Background: an optimization exercise with open tools, aiming at small area and a short achievable clock period. Do not read the settings as production practice. The RTL was checked by simulation tests, not by an equivalence proof against the original design. Power figures rest on the tool's default switching activity, not on a simulated workload.

===== design/flow/config.mk =====
export PLATFORM = sky130hd
export DESIGN_NAME = spiral_matrix_order
export DESIGN_NICKNAME = spiral_matrix_order
export VERILOG_FILES = /design/flow/design.v
export SDC_FILE = /design/flow/constraint.sdc
export NUM_CORES = 4
export LEC_CHECK = 0
export ABC_CLOCK_PERIOD_IN_PS = 3500
export CAP_MARGIN = 20
export CORE_MARGIN = 2
export CORE_UTILIZATION = 45
export CTS_BUF_LIST = sky130_fd_sc_hd__clkbuf_16
export CTS_CLUSTER_DIAMETER = 70
export CTS_CLUSTER_SIZE = 30
export SETUP_SLACK_MARGIN = 4.5
export SLEW_MARGIN = 20
export SYNTH_MEMORY_MAX_BITS = 16384

===== design/flow/constraint.sdc =====
create_clock -name core_clock -period 8.0 [get_ports {clk}]
set_input_delay 1.6000 -clock core_clock [delete_from_list [all_inputs] [get_ports {clk}]]
set_output_delay 1.6000 -clock core_clock [all_outputs]
set_load 0.01 [all_outputs]

===== design/flow/design.v =====
package spm_pkg;
  localparam int unsigned COUNT_BITS = 5;
  localparam int unsigned CFG_INDEX_BITS = 2;
  localparam int unsigned FIELD_BITS = 32;
  localparam int unsigned INDEX_BITS = 4;
  localparam logic [COUNT_BITS-1:0] ROW_COUNT_RESET = 5'd4;
  localparam logic [COUNT_BITS-1:0] COL_COUNT_RESET = 5'd4;
  localparam logic [CFG_INDEX_BITS-1:0] REG_ROW_COUNT = 2'd0;
  localparam logic [CFG_INDEX_BITS-1:0] REG_COL_COUNT = 2'd1;
  localparam logic CMD_LOAD = 1'b0;
  localparam logic CMD_EMIT = 1'b1;
  typedef enum logic [3:0] {
    HEAD_RIGHT = 4'b0001,
    HEAD_DOWN  = 4'b0010,
    HEAD_LEFT  = 4'b0100,
    HEAD_UP    = 4'b1000
  } heading_t;
  typedef struct packed {
    logic                         cmd;
    logic signed [FIELD_BITS-1:0] load_value;
  } req_item_t;
  typedef struct packed {
    logic signed [FIELD_BITS-1:0] element;
    logic [INDEX_BITS-1:0]        row_index;
    logic [INDEX_BITS-1:0]        col_index;
    logic                         last_of_spiral;
  } rsp_item_t;
  typedef struct packed {
    logic restart;
    logic step;
  } walk_ctrl_t;
endpackage
module spm_ram #(
  parameter int unsigned WIDTH = 32,
  parameter int unsigned DEPTH = 256
) (
  input  logic                     clk,
  input  logic                     we,
  input  logic [7:0]               waddr,
  input  logic [WIDTH-1:0]         wdata,
  input  logic [7:0]               raddr,
  input  logic [31:0]              rbank,   
  input  logic [7:0]               rpos,    
  output logic [2:0]               ph_next,
  output logic [WIDTH-1:0]         rdata
);
  localparam int unsigned NB = 32;   
  localparam int unsigned NS = 8;    
  logic [2:0] ph, ph1;   
  logic [NS-1:0]             dl_v;
  logic [NS-1:0][7:0]        dl_a;
  logic [NS-1:0][WIDTH-1:0]  dl_d;
  logic [NB-1:0][NS-1:0][WIDTH-1:0] ring;
  always_ff @(posedge clk) begin
    ph1 <= ph1 + 3'd1;
    ph  <= ph1;
  end
  always_ff @(posedge clk) begin
    dl_v <= {dl_v[NS-2:0], we};
    dl_a <= {dl_a[NS-2:0], waddr};
    dl_d <= {dl_d[NS-2:0], wdata};
  end
  logic [NS-1:0]  nv;
  logic [NS-1:0][7:0] na;
  logic [NS-1:0]  cz, cn, sz_d, sn_d, sz, sn;
  logic [NB-1:0]  ins_d_en, ins_en;
  logic           any_z;
  always_comb begin
    logic seen_z;
    nv = {dl_v[NS-2:0], we};
    na = {dl_a[NS-2:0], waddr};
    for (int j = 0; j < NS; j++) begin
      cz[j] = nv[j] && na[j][2:0] == ph1 && na[j][7:3] == 5'd0;
      cn[j] = nv[j] && na[j][2:0] == ph1 && na[j][7:3] != 5'd0;
    end
    seen_z = 1'b0;
    for (int j = 0; j < NS; j++) begin
      sz_d[j] = cz[j] && !seen_z;
      seen_z  = seen_z || cz[j];
    end
    sn_d = cn;
    ins_d_en[0] = seen_z;
    for (int b = 1; b < NB; b++) begin
      ins_d_en[b] = 1'b0;
      for (int j = 0; j < NS; j++) begin
        ins_d_en[b] = ins_d_en[b] || (cn[j] && na[j][7:3] == 5'(b));
      end
    end
  end
  always_ff @(posedge clk) begin
    sz     <= sz_d;
    sn     <= sn_d;
    ins_en <= ins_d_en;
  end
  logic [WIDTH-1:0] bus_z, bus_n;
  always_comb begin
    bus_z = '0;
    bus_n = '0;
    for (int j = 0; j < NS; j++) begin
      bus_z = bus_z | (dl_d[j] & {WIDTH{sz[j]}});
      bus_n = bus_n | (dl_d[j] & {WIDTH{sn[j]}});
    end
  end
  for (genvar b = 0; b < NB; b++) begin : g_bank
    logic [WIDTH-1:0] ins_d;
    if (b == 0) begin : g_z
      assign ins_d = bus_z;
    end else begin : g_n
      assign ins_d = bus_n;
    end
    always_ff @(posedge clk) begin
      for (int p = 0; p < NS - 1; p++) begin
        ring[b][p] <= ring[b][p+1];
      end
      ring[b][NS-1] <= ins_en[b] ? ins_d : ring[b][0];
    end
  end
  assign ph_next = ph1;
  logic [NS-1:0][WIDTH-1:0] pos_rd;
  logic [WIDTH-1:0] ring_rd, byp_d;
  logic [NS-1:0]    hit, hsel;
  logic             any_hit;
  always_comb begin
    logic seen;
    for (int p = 0; p < NS; p++) begin
      pos_rd[p] = '0;
      for (int b = 0; b < NB; b++) begin
        pos_rd[p] = pos_rd[p] | (ring[b][p] & {WIDTH{rbank[b]}});
      end
    end
    ring_rd = '0;
    for (int p = 0; p < NS; p++) begin
      ring_rd = ring_rd | (pos_rd[p] & {WIDTH{rpos[p]}});
    end
    seen = 1'b0;
    for (int j = 0; j < NS; j++) begin
      hit[j]  = dl_v[j] && dl_a[j] == raddr;
      hsel[j] = hit[j] && !seen;
      seen    = seen || hit[j];
    end
    any_hit = seen;
    byp_d = '0;
    for (int j = 0; j < NS; j++) begin
      byp_d = byp_d | (dl_d[j] & {WIDTH{hsel[j]}});
    end
    rdata = any_hit ? byp_d : ring_rd;
  end
endmodule
module spm_walker (
  input  logic       clk,
  input  logic       rst,
  input  logic       restart,
  input  logic       step,
  input  logic [3:0] rows_m1_new,   
  input  logic [3:0] cols_m1_new,   
  input  logic [4:0] cols_cur,      
  input  logic [2:0] ph_next,       
  output logic [3:0] row,
  output logic [3:0] col,
  output logic       last,
  output logic [7:0] addr,
  output logic [31:0] addr_bank,    
  output logic [7:0]  addr_pos      
);
  localparam int unsigned HR = 0, HD = 1, HL = 2, HU = 3;
  logic [3:0] head;
  logic [3:0] seg_rem;           
  logic       seg_end;           
  logic       seg_one;           
  logic [3:0] h_len, v_len;      
  logic       h_zero, v_zero, h_one, v_one;
  logic [3:0] row_q, col_q;
  logic [7:0] addr_q;
  logic       horiz;             
  logic       next_zero, next_one;
  logic [3:0] next_len;
  logic [3:0] nhead;
  logic [7:0] cols8;
  logic [31:0] bank_q;
  logic [7:0]  pos_q;
  logic [3:0][7:0]  cand;         
  logic [3:0][31:0] cand_bank;
  logic [3:0][7:0]  cand_pos;
  logic [31:0] step_bank;
  logic [7:0]  step_pos;
  logic [2:0]  zero_pos;
  assign horiz     = head[HR] || head[HL];
  assign next_len  = horiz ? v_len : h_len;
  assign next_zero = horiz ? v_zero : h_zero;
  assign next_one  = horiz ? v_one : h_one;
  assign last      = seg_end && next_zero;
  assign nhead     = seg_end ? {head[2:0], head[3]} : head;
  assign cols8     = 8'(cols_cur);
  always_comb begin
    cand[HR] = addr_q + 8'd1;
    cand[HD] = addr_q + cols8;
    cand[HL] = addr_q - 8'd1;
    cand[HU] = addr_q - cols8;
    for (int h = 0; h < 4; h++) begin
      logic [2:0] pos;
      pos = cand[h][2:0] - ph_next;
      for (int i = 0; i < 32; i++) cand_bank[h][i] = cand[h][7:3] == 5'(i);
      for (int i = 0; i < 8; i++)  cand_pos[h][i]  = pos == 3'(i);
    end
    step_bank = '0;
    step_pos  = '0;
    for (int h = 0; h < 4; h++) begin
      step_bank = step_bank | (cand_bank[h] & {32{nhead[h]}});
      step_pos  = step_pos  | (cand_pos[h]  & {8{nhead[h]}});
    end
    zero_pos = 3'd0 - ph_next;
  end
  always_ff @(posedge clk) begin
    if (rst || restart || (step && last)) begin
      bank_q <= 32'd1;
      for (int i = 0; i < 8; i++) pos_q[i] <= zero_pos == 3'(i);
    end else if (step) begin
      bank_q <= step_bank;
      pos_q  <= step_pos;
    end else begin
      pos_q  <= {pos_q[0], pos_q[7:1]};
    end
  end
  assign addr_bank = bank_q;
  assign addr_pos  = pos_q;
  always_ff @(posedge clk) begin
    if (rst || restart || (step && last)) begin
      head    <= 4'b0001;
      seg_rem <= cols_m1_new;
      seg_end <= cols_m1_new == 4'd0;
      seg_one <= cols_m1_new == 4'd1;
      h_len   <= cols_m1_new;
      h_zero  <= cols_m1_new == 4'd0;
      h_one   <= cols_m1_new == 4'd1;
      v_len   <= rows_m1_new;
      v_zero  <= rows_m1_new == 4'd0;
      v_one   <= rows_m1_new == 4'd1;
      row_q   <= '0;
      col_q   <= '0;
      addr_q  <= '0;
    end else if (step) begin
      head <= nhead;
      if (seg_end) begin
        seg_rem <= next_len - 4'd1;
        seg_end <= next_one;
        seg_one <= next_len == 4'd2;
        if (horiz) begin
          v_len  <= v_len - 4'd1;
          v_zero <= v_one;
          v_one  <= v_len == 4'd2;
        end else begin
          h_len  <= h_len - 4'd1;
          h_zero <= h_one;
          h_one  <= h_len == 4'd2;
        end
      end else begin
        seg_rem <= seg_rem - 4'd1;
        seg_end <= seg_one;
        seg_one <= seg_rem == 4'd2;
      end
      if (nhead[HR]) begin
        col_q  <= col_q + 4'd1;
        addr_q <= addr_q + 8'd1;
      end else if (nhead[HD]) begin
        row_q  <= row_q + 4'd1;
        addr_q <= addr_q + cols8;
      end else if (nhead[HL]) begin
        col_q  <= col_q - 4'd1;
        addr_q <= addr_q - 8'd1;
      end else begin
        row_q  <= row_q - 4'd1;
        addr_q <= addr_q - cols8;
      end
    end
  end
  assign row  = row_q;
  assign col  = col_q;
  assign addr = addr_q;
endmodule
module spiral_matrix_order #(
  parameter int unsigned MAX_ROWS  = 16,
  parameter int unsigned MAX_COLS  = 16,
  parameter int unsigned DATA_BITS = 32
) (
  input  logic                                clk,
  input  logic                                rst,
  input  logic                                req_valid,
  output logic                                req_stall,
  input  spm_pkg::req_item_t                  req,
  output logic                                rsp_valid,
  input  logic                                rsp_stall,
  output spm_pkg::rsp_item_t                  rsp,
  input  logic                                cfg_valid,
  output logic                                cfg_ready,
  input  logic [spm_pkg::CFG_INDEX_BITS-1:0]  cfg_index,
  input  logic [spm_pkg::COUNT_BITS-1:0]      cfg_data
);
  function automatic logic [3:0] clamp_m1(input logic [4:0] v);
    logic [3:0] res;
    if (v == 5'd0) begin
      res = 4'd0;
    end else if (v[4]) begin
      res = 4'd15;
    end else begin
      res = 4'(v - 5'd1);
    end
    clamp_m1 = res;
  endfunction
  logic [3:0] rows_m1, cols_m1, rows_m1_next, cols_m1_next;
  logic       cfg_row, cfg_col, cfg_hit;
  logic [3:0] ld_row, ld_col;
  logic [7:0] ld_addr;
  logic       req_fire, emit_fire, load_fire;
  logic [3:0] walk_row, walk_col;
  logic       walk_last;
  logic [7:0] walk_addr;
  logic [31:0] walk_bank;
  logic [7:0]  walk_pos;
  logic [2:0]  ph_next;
  logic [DATA_BITS-1:0] rd_data, p_data;
  logic       p_valid, p_advance, stall_pair;
  logic [3:0] p_row, p_col;
  logic       p_last;
  logic       p_valid_next, rsp_valid_next;
  assign cfg_ready = 1'b1;
  assign cfg_row   = cfg_valid && cfg_index == spm_pkg::REG_ROW_COUNT;
  assign cfg_col   = cfg_valid && cfg_index == spm_pkg::REG_COL_COUNT;
  assign cfg_hit   = cfg_row || cfg_col;
  always_comb begin
    rows_m1_next = rows_m1;
    cols_m1_next = cols_m1;
    if (rst) begin
      rows_m1_next = 4'(spm_pkg::ROW_COUNT_RESET - 1);
      cols_m1_next = 4'(spm_pkg::COL_COUNT_RESET - 1);
    end else if (cfg_row) begin
      rows_m1_next = clamp_m1(cfg_data);
    end else if (cfg_col) begin
      cols_m1_next = clamp_m1(cfg_data);
    end
  end
  always_ff @(posedge clk) begin
    rows_m1 <= rows_m1_next;
    cols_m1 <= cols_m1_next;
  end
  assign req_stall = stall_pair && rsp_stall;
  assign p_advance = p_valid && (!rsp_valid || !rsp_stall);
  assign req_fire  = req_valid && !req_stall;
  assign emit_fire = req_fire && req.cmd == spm_pkg::CMD_EMIT;
  assign load_fire = req_fire && req.cmd == spm_pkg::CMD_LOAD;
  always_ff @(posedge clk) begin
    if (rst || cfg_hit) begin
      ld_row  <= '0;
      ld_col  <= '0;
      ld_addr <= '0;
    end else if (load_fire) begin
      if (ld_col == cols_m1) begin
        ld_col <= '0;
        if (ld_row == rows_m1) begin
          ld_row  <= '0;
          ld_addr <= '0;
        end else begin
          ld_row  <= ld_row + 4'd1;
          ld_addr <= ld_addr + 8'd1;
        end
      end else begin
        ld_col  <= ld_col + 4'd1;
        ld_addr <= ld_addr + 8'd1;
      end
    end
  end
  spm_walker u_walker (
    .clk        (clk),
    .rst        (rst),
    .restart    (load_fire || cfg_hit),
    .step       (emit_fire),
    .rows_m1_new(rows_m1_next),
    .cols_m1_new(cols_m1_next),
    .cols_cur   (5'(cols_m1) + 5'd1),
    .ph_next    (ph_next),
    .row        (walk_row),
    .col        (walk_col),
    .last       (walk_last),
    .addr       (walk_addr),
    .addr_bank  (walk_bank),
    .addr_pos   (walk_pos)
  );
  spm_ram #(
    .WIDTH(DATA_BITS),
    .DEPTH(MAX_ROWS * MAX_COLS)
  ) u_store (
    .clk  (clk),
    .we   (load_fire),
    .waddr(ld_addr),
    .wdata(DATA_BITS'($unsigned(req.load_value))),
    .raddr(walk_addr),
    .rbank(walk_bank),
    .rpos (walk_pos),
    .ph_next(ph_next),
    .rdata(rd_data)
  );
  always_comb begin
    p_valid_next = p_valid;
    if (rst) begin
      p_valid_next = 1'b0;
    end else if (emit_fire) begin
      p_valid_next = 1'b1;
    end else if (p_advance) begin
      p_valid_next = 1'b0;
    end
    rsp_valid_next = rsp_valid;
    if (rst) begin
      rsp_valid_next = 1'b0;
    end else if (p_advance) begin
      rsp_valid_next = 1'b1;
    end else if (!rsp_stall) begin
      rsp_valid_next = 1'b0;
    end
  end
  always_ff @(posedge clk) begin
    p_valid    <= p_valid_next;
    rsp_valid  <= rsp_valid_next;
    stall_pair <= p_valid_next && rsp_valid_next;
  end
  always_ff @(posedge clk) begin
    if (emit_fire) begin
      p_data <= rd_data;
      p_row  <= walk_row;
      p_col  <= walk_col;
      p_last <= walk_last;
    end
  end
  always_ff @(posedge clk) begin
    if (p_advance) begin
      rsp.element        <= spm_pkg::FIELD_BITS'(p_data);
      rsp.row_index      <= p_row;
      rsp.col_index      <= p_col;
      rsp.last_of_spiral <= p_last;
    end
  end
endmodule

===== design/flow/run.sh =====
#!/bin/bash
# synth_recipe.tcl (not shown) runs the flow's synth.tcl, then flattens the netlist and writes it again
# the make line also repeats each setting of config.mk as NAME=value (left out here)
make -C /OpenROAD-flow-scripts/flow DESIGN_CONFIG=/design/flow/config.mk WORK_HOME=/design/flow/orfs CLKGATE_MAP_FILE= SYNTH_SCRIPT=/design/flow/synth_recipe.tcl finish

==> results of run 1 <==
[state kept, by name, summed over array words and instances (netlist names), 8 cells and up]
signal and flops:
u_store.sn 8, u_store.dl_v 8, p_data 32, u_store.ins_en 32
ld_addr 8, rsp 41, u_store.dl_a 64, u_store.ring 8192
u_store.dl_d 256, u_walker.bank_q 32, u_walker.addr_q 8, u_walker.pos_q 8
u_store.sz 8
[stage by stage]
stage	utilization [%]	instances	power [uW]	cell area, um2
6_report	49.8	26800	76100	269000
5_1_grt	49.8	26700	77700	269000
4_1_cts	49.7	26700	75700	268000
3_5_place_dp	46.7	25900	49200	252000
3_3_place_gp	46.7	25900	49200	252000
2_1_floorplan	-	19700	47300	244000
[layer usage]
metal / wire length [um] / vias to the layer above
met5: 426 / -
met4: 62500 / 66
met3: 137000 / 3217
met2: 424000 / 14800
met1: 392000 / 87800
li1: - / 72000
[worst max-delay path: stages, from the launching register on]
cell and delay, ns:
dfxtp_4 0.54, buf_12 0.36, buf_4 0.48, a22oi_1 0.26, nand4_1 0.12, o41ai_1 0.53, nand4_1 0.42, nor3_4 0.42
a31oi_1 0.07
[cell type report]
class | count | area, um2
clock inverter | 352 | 4550
tap | 7208 | 9020
fill | 47300 | 271000
inverter | 46 | 180
clock buffer | 444 | 11100
sequential | 8758 | 177000
antenna | 77 | 193
multi-input combinational | 9394 | 62700
timing repair buffer | 500 | 4800
[cells in the mapped netlist (11+ instances only)]
library cell,count
o22ai_1,66
edfxtp_1,100
o21ai_0,83
nand4_1,750
and4_1,33
or2_2,11
nor2_1,1243
a221oi_1,500
a211oi_1,33
a31oi_1,120
xor2_1,25
o221ai_1,14
clkbuf_1,1221
or3_1,21
a22o_1,480
o41ai_1,250
nand3b_1,19
nand3_1,473
dfxtp_1,8658
buf_2,29
mux2i_1,40
inv_1,44
buf_1,237
nand2b_1,20
ha_1,37
a22oi_1,3435
nor2b_1,22
nand2_1,171
a21oi_1,1140
nor4_1,22
xnor2_1,132
nor3b_1,11
nor3_1,86
[power by group through the flow]
| stage | combinational, uW | clock [uW] | sequential [uW] |
|---|---|---|---|
| 2_1_floorplan | 2070 | 0 | 45300 |
| 3_3_place_gp | 3480 | 0 | 45700 |
| 3_5_place_dp | 3490 | 0 | 45700 |
| 4_1_cts | 3540 | 27500 | 44700 |
| 5_1_grt | 3830 | 29100 | 44800 |
| 6_report | 3740 | 27600 | 44800 |
[what timing repair did]
action | 4_1_cts | 5_1_grt
cloned | 1 | 0
pin swaps | 11 | 14
resized for setup | 117 | 80
setup endpoints to repair | 162 | 76
endpoints found under the hold margin | 0 | 0
setup buffers | 7 | 5
[final timing paths]
path                                            to                start
worst max-delay path                    p_data[18]  u_walker.bank_q[17]
worst min-delay path            u_store.ring[1295]   u_store.ring[1327]
worst max register to register          p_data[18]  u_walker.bank_q[17]
worst min register to register  u_store.ring[1295]   u_store.ring[1327]
[cells by family after synthesis]
kind of cell,synth area share (%)
buffers and inverters,2.41
xor gates and xnor gates,0.575
other,0.00154
muxes,0.178
and+or+nand+nor,5.87
adders and majority gates,0.255
AOI/OAI and AO/OA,18.5
DFF,72.3
==> results.toml, run 1 <==
[clock_network]
clk_path_buf_depth = 4
ctsRootBufferMaster = "clkbuf_16"
htreeDepth = 5
cts_tree = "yes"
clk_latency_ns = 1.17
postCtsHoldBufs = 0
cts_sinks = 8758
cts.reportedPaths.clkPinSlew_ns = 0.09
cts_buffers = 434

[worst_setup_path]
worstRegToRegCells = 8
path_class = "flip-flop to flip-flop"
cp_max_fo = 47
cp.arrival_ns = 4.62
start_kind = "flip-flop"
crit_path_end_kind = "flip-flop"
r2r_slack_ns = 4.22
required_ns = 8.84

[sta]
finalSetupTns_ns = 0
layout_setup_ws_ns = 4.22
fin_crit_sh_pct = 47.3
fin_skew_ns = 0.128
hold-worst-slack_ns = 0.279
slew_headroom_pct = 10.5
min_period_ns = 3.78
rsz0062_at_grt = "true"
slew_violations = 0
fmax_ghz = 0.264
setup_viol = 0
finalHoldViolCount = 0
worst_pin_slew_ns = 1.34

[floorplanning]
core_mm2 = 0.541
ios = 89
dieArea_mm2 = 0.548
die_h_um = 740
start_util_pct = 45.2
die_w_um = 740
rows = 270

[run]
cap_violations = 0

[pwr]
p_clk_share_pct = 36.3
seqPwrFrac_pct = 58.8
p_int_uw = 57000
powerDensity_mw_per_mm2 = 283
ir_drop_mv = 0.225
combPwrFrac_pct = 4.9
swShare_pct = 25.2
power.leakage_uw = 0.100
p_switching_uw = 19100

[synth]
synth_seq_cells = 8758
async_flop_share_pct = 0
synth_top_area_cell = "dfxtp_1"
synth_top_flop_cell = "dfxtp_1"
synth_edf_count = 100
synthCells = 19700
yosys_warnings = 3
synth_nets = 19800
netlist.area_leader.share_pct = 71.0
syn_area_mm2 = 0.244
seq_area_frac_synth_pct = 72.3
avgSynthCellArea_um2 = 12.4
synthTopCellsByArea = "dfxtp_1 71%, a22oi_1 11%, a21oi_1 2.3%"
ys_types = 88

[routing]
drc = 0
num_vias = 178000
antenna_left = 0
wl_per_cell_um = 37.9
routed_wl_mm = 1020
firstDrtPassIters = 9
viasPerCell = 6.64
dr.first_iter.drc_count = 31200

[global_route]
grt_usage_pct = 35.1
grt_first_pass_wirelength_mm = 1360
grt_overflow = 0
use_met1_pct = 46.1
grt_max_degree = 77
top_usage_layer = "met2"
grt_pass1_vias = 168000
met2_usage_pct = 51.2
antenna_found_initial = 96
global_route.usage.met3_pct = 11.8

[place]
pre_cts_ws_ns = 3.06
port_buffers = 87
hpwl_mm = 661
place_congestion = 0.970

[finish]
drive_gt1_share_pct = 7.33
layout.nets = 19200
final_cell_mix = "8567 x dfxtp_1, 3433 x a22oi_1, 1242 x nor2_1"
areaGrowthSynthToFinish_pct = 10.3
layout_commonest_cell = "dfxtp_1"

[hold_path]
hold_path.class = "flip-flop to flip-flop"
whs_path_depth = 0

[run_status]
status = "complete, no violations"
==> inputs of run 2 (changes only) <==
--- a/design/flow/design.v
+++ b/design/flow/design.v
@@ -60,32 +60,43 @@
     dl_a <= {dl_a[NS-2:0], waddr};
     dl_d <= {dl_d[NS-2:0], wdata};
   end
-  logic [NS-1:0]  nv;
-  logic [NS-1:0][7:0] na;
   logic [NS-1:0]  cz, cn, sz_d, sn_d, sz, sn;
   logic [NB-1:0]  ins_d_en, ins_en;
   logic           any_z;
+  logic           new_z, new_n;
+  logic [NB-1:0]  new_bank, old_n_bank;
+  logic           old_z;
   always_comb begin
     logic seen_z;
-    nv = {dl_v[NS-2:0], we};
-    na = {dl_a[NS-2:0], waddr};
-    for (int j = 0; j < NS; j++) begin
-      cz[j] = nv[j] && na[j][2:0] == ph1 && na[j][7:3] == 5'd0;
-      cn[j] = nv[j] && na[j][2:0] == ph1 && na[j][7:3] != 5'd0;
+    new_z = waddr[2:0] == ph1 && waddr[7:3] == 5'd0;
+    new_n = waddr[2:0] == ph1 && waddr[7:3] != 5'd0;
+    for (int b = 0; b < NB; b++) begin
+      new_bank[b] = waddr[2:0] == ph1 && waddr[7:3] == 5'(b);
     end
-    seen_z = 1'b0;
-    for (int j = 0; j < NS; j++) begin
-      sz_d[j] = cz[j] && !seen_z;
+    cz[0] = we && new_z;
+    cn[0] = we && new_n;
+    for (int j = 1; j < NS; j++) begin
+      cz[j] = dl_v[j-1] && dl_a[j-1][2:0] == ph1 && dl_a[j-1][7:3] == 5'd0;
+      cn[j] = dl_v[j-1] && dl_a[j-1][2:0] == ph1 && dl_a[j-1][7:3] != 5'd0;
+    end
+    seen_z  = 1'b0;
+    sz_d[0] = cz[0];
+    for (int j = 1; j < NS; j++) begin
+      sz_d[j] = cz[j] && !seen_z && !cz[0];
       seen_z  = seen_z || cz[j];
     end
+    old_z = seen_z;
     sn_d = cn;
-    ins_d_en[0] = seen_z;
-    for (int b = 1; b < NB; b++) begin
-      ins_d_en[b] = 1'b0;
-      for (int j = 0; j < NS; j++) begin
-        ins_d_en[b] = ins_d_en[b] || (cn[j] && na[j][7:3] == 5'(b));
+    for (int b = 0; b < NB; b++) begin
+      old_n_bank[b] = 1'b0;
+      for (int j = 1; j < NS; j++) begin
+        old_n_bank[b] = old_n_bank[b] || (cn[j] && dl_a[j-1][7:3] == 5'(b));
       end
     end
+    ins_d_en[0] = (we && new_z) || old_z;
+    for (int b = 1; b < NB; b++) begin
+      ins_d_en[b] = (we && new_bank[b]) || old_n_bank[b];
+    end
   end
   always_ff @(posedge clk) begin
     sz     <= sz_d;
--- a/design/flow/config.mk
+++ b/design/flow/config.mk
@@ -8,10 +8,11 @@
 export ABC_CLOCK_PERIOD_IN_PS = 3500
 export CAP_MARGIN = 20
 export CORE_MARGIN = 2
-export CORE_UTILIZATION = 45
+export CORE_UTILIZATION = 62
 export CTS_BUF_LIST = sky130_fd_sc_hd__clkbuf_16
 export CTS_CLUSTER_DIAMETER = 70
 export CTS_CLUSTER_SIZE = 30
+export PLACE_DENSITY = 0.78
 export SETUP_SLACK_MARGIN = 4.5
 export SLEW_MARGIN = 20
 export SYNTH_MEMORY_MAX_BITS = 16384
==> run 2 against run 1 <==
Against the previous run: flip-flop and latch count is the same; via count grew 1.7%; combinational power shrank 3%; cell count shrank 8.8%; clock power shrank 19%; non-clock buffer count shrank 61; die area shrank 27%; worst setup slack gained 0.070 ns; area after synthesis is essentially flat; maximum frequency grew 1.9%; critical endpoint is now p_data[17]; highest routed layer unchanged.
==> results.toml, run 2 <==
[global_route]
antenna_found_initial = 80
grt_max_degree = 91
grt_first_pass_wirelength_mm = 1270
grt_pass1_vias = 170000
grt_overflow = 0
grt_usage_pct = 44.7

[synth]
synthTopCellsByArea = "dfxtp_1 71%, a22oi_1 11%, a21oi_1 2.3%"
synthCells = 19700
yosys-top-cells-count = "8658 x dfxtp_1, 3491 x a22oi_1, 1257 x nor2_1"
avgSynthCellArea_um2 = 12.4
synth_nets = 19800
ys_types = 79
yosys_warnings = 3
post-synth-top-count-cell = "dfxtp_1"
netlist.area_leader.share_pct = 71.1
async_flop_share_pct = 0
seq_area_frac_synth_pct = 72.3
synth_top_area_cell = "dfxtp_1"
synth_seq_cells = 8758
syn_area_mm2 = 0.244
synth_top_flop_cell = "dfxtp_1"
synth_edf_count = 100

[place]
hpwl_mm = 595
port_buffers = 87
place_congestion = 1.01

[routing]
dr.first_iter.drc_count = 35800
antenna_left = 0
drc = 0
num_vias = 181000
wl_met3_mm = 161
routed_wl_mm = 934
wl_met1_mm = 330
viasPerCell = 7.41
wl_per_cell_um = 38.2
topRoutingLayerUsed = "met5"
wl_met2_mm = 371
firstDrtPassIters = 10

[floorplanning]
die_w_um = 631
start_util_pct = 62.2
die_h_um = 631
ios = 89
rows = 230
dieArea_mm2 = 0.398
core_mm2 = 0.392

[run_status]
status = "complete, no violations"

[sta]
fin_skew_ns = 0.0953
fin_crit_sh_pct = 46.4
slew_headroom_pct = 9.53
rsz0062_at_grt = "true"
slew_violations = 0
min_period_ns = 3.71
finalHoldViolCount = 0
hold-worst-slack_ns = 0.306
finalSetupTns_ns = 0
setup_viol = 0
fmax_ghz = 0.269
worst_pin_slew_ns = 1.36

[worst_setup_path]
crit_path_end_kind = "flip-flop"
worstRegToRegCells = 9
r2r_end = "p_data[17]"
start_kind = "flip-flop"
path_class = "flip-flop to flip-flop"
r2r_start = "u_walker.bank_q[17]"
required_ns = 8.80
r2r_slack_ns = 4.29
cp.arrival_ns = 4.51
cp_max_fo = 67

[clock_network]
cts_buffers = 354
ctsRootBufferMaster = "clkbuf_16"
clk_latency_ns = 1.10
cts_tree = "yes"
clk_path_buf_depth = 4
cts_sinks = 8758
postCtsHoldBufs = 0
htreeDepth = 5
cts.reportedPaths.clkPinSlew_ns = 0.11

[finish]
final_cell_mix = "8563 x dfxtp_1, 3491 x a22oi_1, 1256 x nor2_1"
reg.largest.list = "u_store.ring x8192, u_store.dl_d x256, u_store.dl_a x64"
layout.nets = 19100
drive_gt1_share_pct = 5.48
top_register = "u_store.ring"
largest_reg_flops = 8192
final_util_pct = 66.6
areaGrowthSynthToFinish_pct = 7.08
layout_commonest_cell = "dfxtp_1"

[run]
cap_violations = 0

[hold_path]
whs_path_depth = 0
hold_end = "u_store.ring[3242]"
min_from = "u_store.ring[3274]"
hold_path.class = "flip-flop to flip-flop"

[pwr]
power.leakage_uw = 0.0976
powerDensity_mw_per_mm2 = 273
ir_drop_mv = 0.218
[run 2: worst max path at each step]
stage / startpoint / to / depth (start not counted)
final: u_walker.bank_q[17] / p_data[17] / 9
after global routing: u_walker.bank_q[6] / p_data[12] / 8
after CTS: u_walker.bank_q[4] / p_data[11] / 9
after detailed placement: u_walker.addr_q[4] / p_data[8] / 9
after global placement: u_walker.addr_q[4] / p_data[17] / 9
after floorplan: cfg_valid / u_walker.h_len[0] / 8
[run 2: critical path: stages (launching register included)]
cell	delay, ns
dfxtp_4	0.47
buf_12	0.25
buf_8	0.36
a22o_1	0.26
a221oi_1	0.29
nand3_1	0.11
o41ai_1	0.42
nand4_1	0.32
nor3_4	0.61
a31oi_1	0.09
[run 2: cells by family (layout without fill, tap and decap cells)]
logic type / after synthesis / after routing / synth area share [%]
DFF: 8758 / 8758 / 72.3
AOI/OAI and AO/OA: 6188 / 6188 / 18.4
and+or+nand+nor: 2936 / 2937 / 5.88
buffers and inverters: 1556 / 980 / 2.42
xor gates and xnor gates: 155 / 155 / 0.557
muxes: 46 / 46 / 0.191
adders and majority gates: 45 / 45 / 0.256
other: 1 / 88 / 0.00154
[run 2: per-layer routing]
layer | vias up | track usage [%]
met4 | 46 | 28.0
met5 | - | 0.0362
met2 | 18400 | 61.6
li1 | 71400 | -
met3 | 4349 | 18.5
met1 | 86700 | 58.0
[run 2: per-stage QoR]
step	area (um2)	power, uW	worst slack, ns	cells
CTS	260000	70600	4.40	24300
global route	261000	72700	4.46	24300
global placement	249000	49400	2.62	23800
detailed placement	249000	49500	2.73	23800
floorplan	244000	47800	4.56	19700
finish	261000	71400	4.29	24400
[run 2: power by group]
| part | leakage, uW | total [uW] | internal [uW] | switching [uW] |
|---|---|---|---|---|
| clock | 0.00526 | 22400 | 8720 | 13700 |
| sequential | 0.0727 | 45300 | 44400 | 871 |
| combinational | 0.0197 | 3630 | 1190 | 2450 |
[run 2: layout make-up]
cell class	instances	area, um2
antenna	87	218
clock buffer	361	9030
clock inverter	130	1540
fill	28500	131000
inverter	50	195
multi-input combinational	9372	62400
sequential	8758	177000
tap	5220	6530
timing repair buffer	439	4550
[run 2: timing repair]
item	4_1_cts	5_1_grt
pin swaps	14	21
buffers inserted	3	7
endpoints found under the setup margin	123	79
gates resized for setup	142	122
cloned	2	1
==> inputs of run 3 (changes only) <==
--- a/design/flow/config.mk
+++ b/design/flow/config.mk
@@ -13,6 +13,6 @@
 export CTS_CLUSTER_DIAMETER = 70
 export CTS_CLUSTER_SIZE = 30
 export PLACE_DENSITY = 0.78
-export SETUP_SLACK_MARGIN = 4.5
+export SETUP_SLACK_MARGIN = 4.6
 export SLEW_MARGIN = 20
 export SYNTH_MEMORY_MAX_BITS = 16384
==> run 3 against run 2 <==
Against the previous run: still clean; clock power barely moved; combinational power about the same; cell area is 0.30% higher; wire length is 1.3% higher; critical path depth fell by 1; utilization grew 0.20 points; first-iteration DRC count rose by 1.4%; clock skew is 0.0034 ns higher; sequential power is essentially flat; total power up 0.34%; clock-buffer cell count rose by 6; largest cell class unchanged; largest power group unchanged.
==> results.toml, run 3 <==
[run_status]
status = "complete, no violations"

[finish]
drive_gt1_share_pct = 5.87
largest_reg_flops = 8192
reg.largest.list = "u_store.ring x8192, u_store.dl_d x256, u_store.dl_a x64"
final_cell_mix = "8561 x dfxtp_1, 3491 x a22oi_1, 1251 x nor2_1"
top_register = "u_store.ring"
layout.nets = 19100
areaGrowthSynthToFinish_pct = 7.40
layout_commonest_cell = "dfxtp_1"
n_fill_cell = 28400

[sta]
slew_headroom_pct = 10.6
worst_pin_slew_ns = 1.34
fin_skew_ns = 0.0987
fin_crit_sh_pct = 47.0
finalSetupTns_ns = 0
setup_viol = 0
fmax_ghz = 0.266
min_period_ns = 3.76
rsz0062_at_grt = "true"
finalHoldViolCount = 0
slew_violations = 0

[synth]
synth_edf_count = 100
synthTopCellsByArea = "dfxtp_1 71%, a22oi_1 11%, a21oi_1 2.3%"
syn_area_mm2 = 0.244
ys_types = 79
post-synth-top-count-cell = "dfxtp_1"
synth_seq_cells = 8758
yosys_warnings = 3
netlist.area_leader.share_pct = 71.1
yosys-top-cells-count = "8658 x dfxtp_1, 3491 x a22oi_1, 1257 x nor2_1"
avgSynthCellArea_um2 = 12.4
async_flop_share_pct = 0
synth_nets = 19800
synthCells = 19700
synth_top_flop_cell = "dfxtp_1"
synth_top_area_cell = "dfxtp_1"
seq_area_frac_synth_pct = 72.3

[pwr]
swShare_pct = 23.8
combPwrFrac_pct = 5.1
p_clk_share_pct = 31.6
powerDensity_mw_per_mm2 = 273
p_int_uw = 54500
seqPwrFrac_pct = 63.3
power.leakage_uw = 0.0980
ir_drop_mv = 0.236
p_total_uw = 71600
p_switching_uw = 17100

[routing]
firstDrtPassIters = 17
num_vias = 182000
antenna_left = 0
drc = 0
routed_wl_mm = 946
viasPerCell = 7.45
wl_per_cell_um = 38.7
dr.first_iter.drc_count = 36300

[worst_setup_path]
path_class = "flip-flop to flip-flop"
cp.arrival_ns = 4.59
cp_max_fo = 70
crit_path_end_kind = "flip-flop"
start_kind = "flip-flop"
required_ns = 8.83

[floorplanning]
start_util_pct = 62.2
rows = 230
die_h_um = 631
die_w_um = 631
core_mm2 = 0.392
ios = 89
dieArea_mm2 = 0.398

[clock_network]
cts_sinks = 8758
htreeDepth = 5
ctsRootBufferMaster = "clkbuf_16"
clk_path_buf_depth = 4
cts_tree = "yes"
cts.reportedPaths.clkPinSlew_ns = 0.11
clk_latency_ns = 1.15
postCtsHoldBufs = 0
cts_buffers = 357

[place]
hpwl_mm = 601
place_congestion = 1.02
port_buffers = 87

[global_route]
grt_first_pass_wirelength_mm = 1280
antenna_found_initial = 85
grt_overflow = 0
grt_pass1_vias = 172000
grt_usage_pct = 45.3
grt_max_degree = 89

[hold_path]
hold_path.class = "flip-flop to flip-flop"

[run]
cap_violations = 0
-- run 3: cell families (layout without fill, tap and decap cells) --
family / after synthesis / after routing / synth area share (%)
mux: 46 / 46 / 0.191
buf+inv: 1556 / 1025 / 2.42
xor+xnor: 155 / 155 / 0.557
flops: 8758 / 8758 / 72.3
simple gates: 2936 / 2937 / 5.88
other cells: 1 / 107 / 0.00154
compound gates: 6188 / 6188 / 18.4
fa+ha+maj: 45 / 45 / 0.256
-- run 3: metrics by stage --
stage          util, %  setup WS, ns  cell area, um2  hold WS [ns]  instances
5_1_grt           66.8          4.39          262000         0.307      24400
2_1_floorplan        -          4.62          244000         0.329      19700
3_3_place_gp      63.5          2.92          249000         0.332      23800
4_1_cts           66.5          4.47          261000         0.328      24300
3_5_place_dp      63.5          3.03          249000         0.336      23800
6_report          66.8          4.24          262000         0.303      24500
-- run 3: worst max-delay path, stage by stage (launching register included) --
cell     delay [ns]
dfxtp_4        0.55
buf_12         0.28
buf_12         0.41
a22oi_1        0.28
nand4_1        0.12
o41ai_1        0.80
nand4_1        0.31
nor3_1         0.33
a31oi_1        0.08
-- run 3: repair_timing --
| action | in CTS | in global routing |
|---|---|---|
| endpoints found under the setup margin | 158 | 75 |
| resized for setup | 189 | 129 |
| cloned | 1 | 4 |
| pin swaps | 22 | 32 |
| setup buffers | 10 | 26 |
-- run 3: cell type report --
cell class | count | area, um2 | share of cell area (%)
Antenna cell | 106 | 265 | 0.101
Clock inverter | 139 | 1600 | 0.612
Clock buffer | 367 | 9180 | 3.51
Tap cell | 5220 | 6530 | 2.49
Multi-Input combinational cell | 9372 | 62600 | 23.9
Sequential cell | 8758 | 177000 | 67.5
Inverter | 50 | 199 | 0.0760
Timing Repair Buffer | 469 | 4870 | 1.86
-- run 3: worst paths after layout --
check | from | end | slack (ns) | depth (start not counted)
setup / recovery | u_walker.bank_q[2] | p_data[5] | 4.24 | 8
hold / removal | u_store.ring[5751] | u_store.ring[5719] | 0.30 | 0
setup reg to reg | u_walker.bank_q[2] | p_data[5] | 4.24 | 8
hold reg to reg | u_store.ring[5751] | u_store.ring[5719] | 0.30 | 0
-- run 3: power groups by stage --
stage	combinational, uW	sequential, uW	clock (uW)
after CTS	3360	45200	22300
after floorplan	2030	45700	0
after detailed placement	3260	46200	0
after global placement	3210	46200	0
after global routing	3710	45300	23900
final	3660	45300	22600
-- run 3: per-layer routing --
metal | routed length [um] | vias up | global-route usage, %
li1 | - | 71400 | -
met2 | 378000 | 18700 | 63.1
met5 | 459 | - | 0.700
met1 | 324000 | 87200 | 56.5
met4 | 84800 | 54 | 33.0
met3 | 158000 | 4973 | 18.4
==> inputs of run 4 (changes only) <==
--- a/design/flow/config.mk
+++ b/design/flow/config.mk
@@ -8,11 +8,11 @@
 export ABC_CLOCK_PERIOD_IN_PS = 3500
 export CAP_MARGIN = 20
 export CORE_MARGIN = 2
-export CORE_UTILIZATION = 62
+export CORE_UTILIZATION = 66
 export CTS_BUF_LIST = sky130_fd_sc_hd__clkbuf_16
 export CTS_CLUSTER_DIAMETER = 70
 export CTS_CLUSTER_SIZE = 30
-export PLACE_DENSITY = 0.78
-export SETUP_SLACK_MARGIN = 4.6
+export PLACE_DENSITY = 0.82
+export SETUP_SLACK_MARGIN = 4.5
 export SLEW_MARGIN = 20
 export SYNTH_MEMORY_MAX_BITS = 16384
==> run 4 against run 3 <==
Against the previous run: via count up 1.6%; worst hold slack worse by 0.0056 ns; still clean on timing, DRC and antenna; clock-buffer cell count is 6 lower; area after synthesis unchanged; utilization rose by 4.0 points.
==> results.toml, run 4 <==
[sta]
rsz0062_at_grt = "true"
finalSetupTns_ns = 0
hold-worst-slack_ns = 0.298
setup_viol = 0
fin_skew_ns = 0.101
worst_pin_slew_ns = 1.35
slew_headroom_pct = 10.1
fmax_ghz = 0.270
min_period_ns = 3.71
fin_crit_sh_pct = 46.4
slew_violations = 0
finalHoldViolCount = 0

[routing]
antenna_left = 0
wl_per_cell_um = 39.0
routed_wl_mm = 941
dr.first_iter.drc_count = 38700
drc = 0
num_vias = 185000
firstDrtPassIters = 13
viasPerCell = 7.69

[finish]
layout_commonest_cell = "dfxtp_1"
areaGrowthSynthToFinish_pct = 6.90
n_fill_cell = 24900
reg.largest.list = "u_store.ring x8192, u_store.dl_d x256, u_store.dl_a x64"
largest_reg_flops = 8192
layout.nets = 19100
final_cell_mix = "8566 x dfxtp_1, 3489 x a22oi_1, 1252 x nor2_1"
multi_input_area_mm2 = 0.0623
seq_area_mm2 = 0.177
drive_gt1_share_pct = 5.55
top_register = "u_store.ring"

[floorplanning]
die_w_um = 612
ios = 89
rows = 223
die_h_um = 612
core_mm2 = 0.368
dieArea_mm2 = 0.374
start_util_pct = 66.2

[synth]
async_flop_share_pct = 0
synthCells = 19700
avgSynthCellArea_um2 = 12.4
synth_top_flop_cell = "dfxtp_1"
synth_top_area_cell = "dfxtp_1"
synth_nets = 19800
synth_seq_cells = 8758
post-synth-top-count-cell = "dfxtp_1"
yosys_warnings = 3
synth_edf_count = 100
seq_area_frac_synth_pct = 72.3
yosys-top-cells-count = "8658 x dfxtp_1, 3491 x a22oi_1, 1257 x nor2_1"
synthTopCellsByArea = "dfxtp_1 71%, a22oi_1 11%, a21oi_1 2.3%"
syn_area_mm2 = 0.244
netlist.area_leader.share_pct = 71.1
ys_types = 79

[pwr]
power.leakage_uw = 0.0977
p_total_uw = 71300
ir_drop_mv = 0.239
powerDensity_mw_per_mm2 = 273

[clock_network]
cts_tree = "yes"
cts.reportedPaths.clkPinSlew_ns = 0.11
clk_path_buf_depth = 4
clk_latency_ns = 1.13
cts_sinks = 8758
ctsRootBufferMaster = "clkbuf_16"
htreeDepth = 5
cts_buffers = 354

[place]
hpwl_mm = 590
port_buffers = 87
place_congestion = 1.06

[worst_setup_path]
max_stage_delay_ns = 0.59
cp.arrival_ns = 4.48
path_class = "flip-flop to flip-flop"
crit_buf_inv = 1
crit_path_end_kind = "flip-flop"
cp_max_fo = 76
critical-path-top-delay-family = "simple AND/OR/NAND/NOR gates"
required_ns = 8.77
start_kind = "flip-flop"
crit_chain = "buf_12, a22oi_1, nand4_1, o41ai_2, nand4_1, nor3_4, a31oi_1"
cpMostUsedCell = "nand4_1"
critPathSlowestCell = "a22oi_1"

[run]
cap_violations = 0

[global_route]
top_usage_layer = "met2"
global_route.usage.met3_pct = 22.2
antenna_found_initial = 92
grt_usage_pct = 47.9
grt_first_pass_wirelength_mm = 1270
grt_overflow = 0
grt_pass1_vias = 174000
grt_max_degree = 85
met2_usage_pct = 65.7
use_met1_pct = 58.3

[run_status]
status = "complete, no violations"

[hold_path]
hold_path.class = "flip-flop to flip-flop"
[run 4: cell counts after synthesis]
Identical to the previous run, type by type.
[run 4: where the power goes]
group | internal, uW | total [uW] | switching, uW | leakage [uW]
Clock | 8690 | 22300 | 13600 | 0.00524
Sequential | 44400 | 45300 | 891 | 0.0727
Combinational | 1180 | 3620 | 2450 | 0.0197
Total | 54300 | 71300 | 17000 | 0.0977
[run 4: repair_timing]
item / 4_1_cts / 5_1_grt
pin swaps: 10 / 16
hold buffers: 0 / 0
setup endpoints to repair: 134 / 114
resized for setup: 127 / 74
buffers inserted: 9 / 25
cloned: 1 / 0
[run 4: routing by layer]
layer  part of all wire (%)  up-vias
met2                     39    20300
met3                     18     5986
met5                  0.065        -
met1                     33    87400
li1                       -    71500
met4                    9.6       72
[run 4: cell type report]
class / instances / share of cell area [%]
Antenna cell: 124 / 0.119
Clock buffer: 361 / 3.47
Clock inverter: 130 / 0.571
Inverter: 50 / 0.0744
Multi-Input combinational cell: 9372 / 23.9
Sequential cell: 8758 / 67.8
Tap cell: 4837 / 2.32
Timing Repair Buffer: 460 / 1.78
[run 4: logic make-up (layout without fill, tap and decap cells)]
logic type | Yosys count | in the layout | synth area share (%)
multiplexers | 46 | 46 | 0.191
flip-flops | 8758 | 8758 | 72.3
AND/OR/NAND/NOR | 2936 | 2937 | 5.88
XOR/XNOR | 155 | 155 | 0.557
adder cells (fa/ha/maj) | 45 | 45 | 0.256
buffers and inverters | 1556 | 1001 | 2.42
AO/OA/AOI/OAI | 6188 | 6188 | 18.4
other | 1 | 125 | 0.00154
[run 4: worst paths after layout]
check        slack [ns]  depth (start not counted)                from                 end
min reg2reg        0.30                          0  u_store.ring[4695]  u_store.ring[4663]
min                0.30                          0  u_store.ring[4695]  u_store.ring[4663]
max                4.29                          7  u_walker.bank_q[4]          p_data[20]
max reg2reg        4.29                          7  u_walker.bank_q[4]          p_data[20]
[run 4: metrics by stage]
| stage | cell area [um2] | std cells | utilization [%] | worst slack (ns) |
|---|---|---|---|---|
| 2_1_floorplan | 244000 | 19700 | - | 4.56 |
| 3_3_place_gp | 249000 | 23400 | 67.5 | 2.87 |
| 3_5_place_dp | 249000 | 23400 | 67.5 | 3.08 |
| 4_1_cts | 260000 | 23900 | 70.5 | 4.47 |
| 5_1_grt | 260000 | 24000 | 70.7 | 4.43 |
| 6_report | 261000 | 24100 | 70.8 | 4.29 |

port drivers added, routing unchanged:
The results above use ideal ports. As a check the final layouts listed here were re-extracted and re-timed, cells and wires unchanged.
Step 1 assumes that a clkbuf_16 drives the clock port and a buf_2 every other input.
Step 2 also shifts input and output timing later by t, the mid clock arrival at the registers, as if the neighbouring blocks saw the same clock.
a / b / c = no drivers / after step 1 / after step 2; a / b = the first two.
| run | t (ns) | setup WS [ns] | cell pins on the clock port's net |
|---|---|---|---|
| run 1 | 1.230 | 4.217 / 4.217 / 3.417 | 1 |
| run 2 | 1.166 | 4.287 / 4.287 / 3.614 | 1 |
| run 3 | 1.196 | 4.237 / 4.237 / 3.656 | 1 |
| run 4 | 1.190 | 4.291 / 4.291 / 3.581 | 1 |
After both steps every run listed still meets setup and hold. For run 1, which loses most, drivers alone change the setup slack by 0.000 ns; drivers and shift together by -0.800 ns.
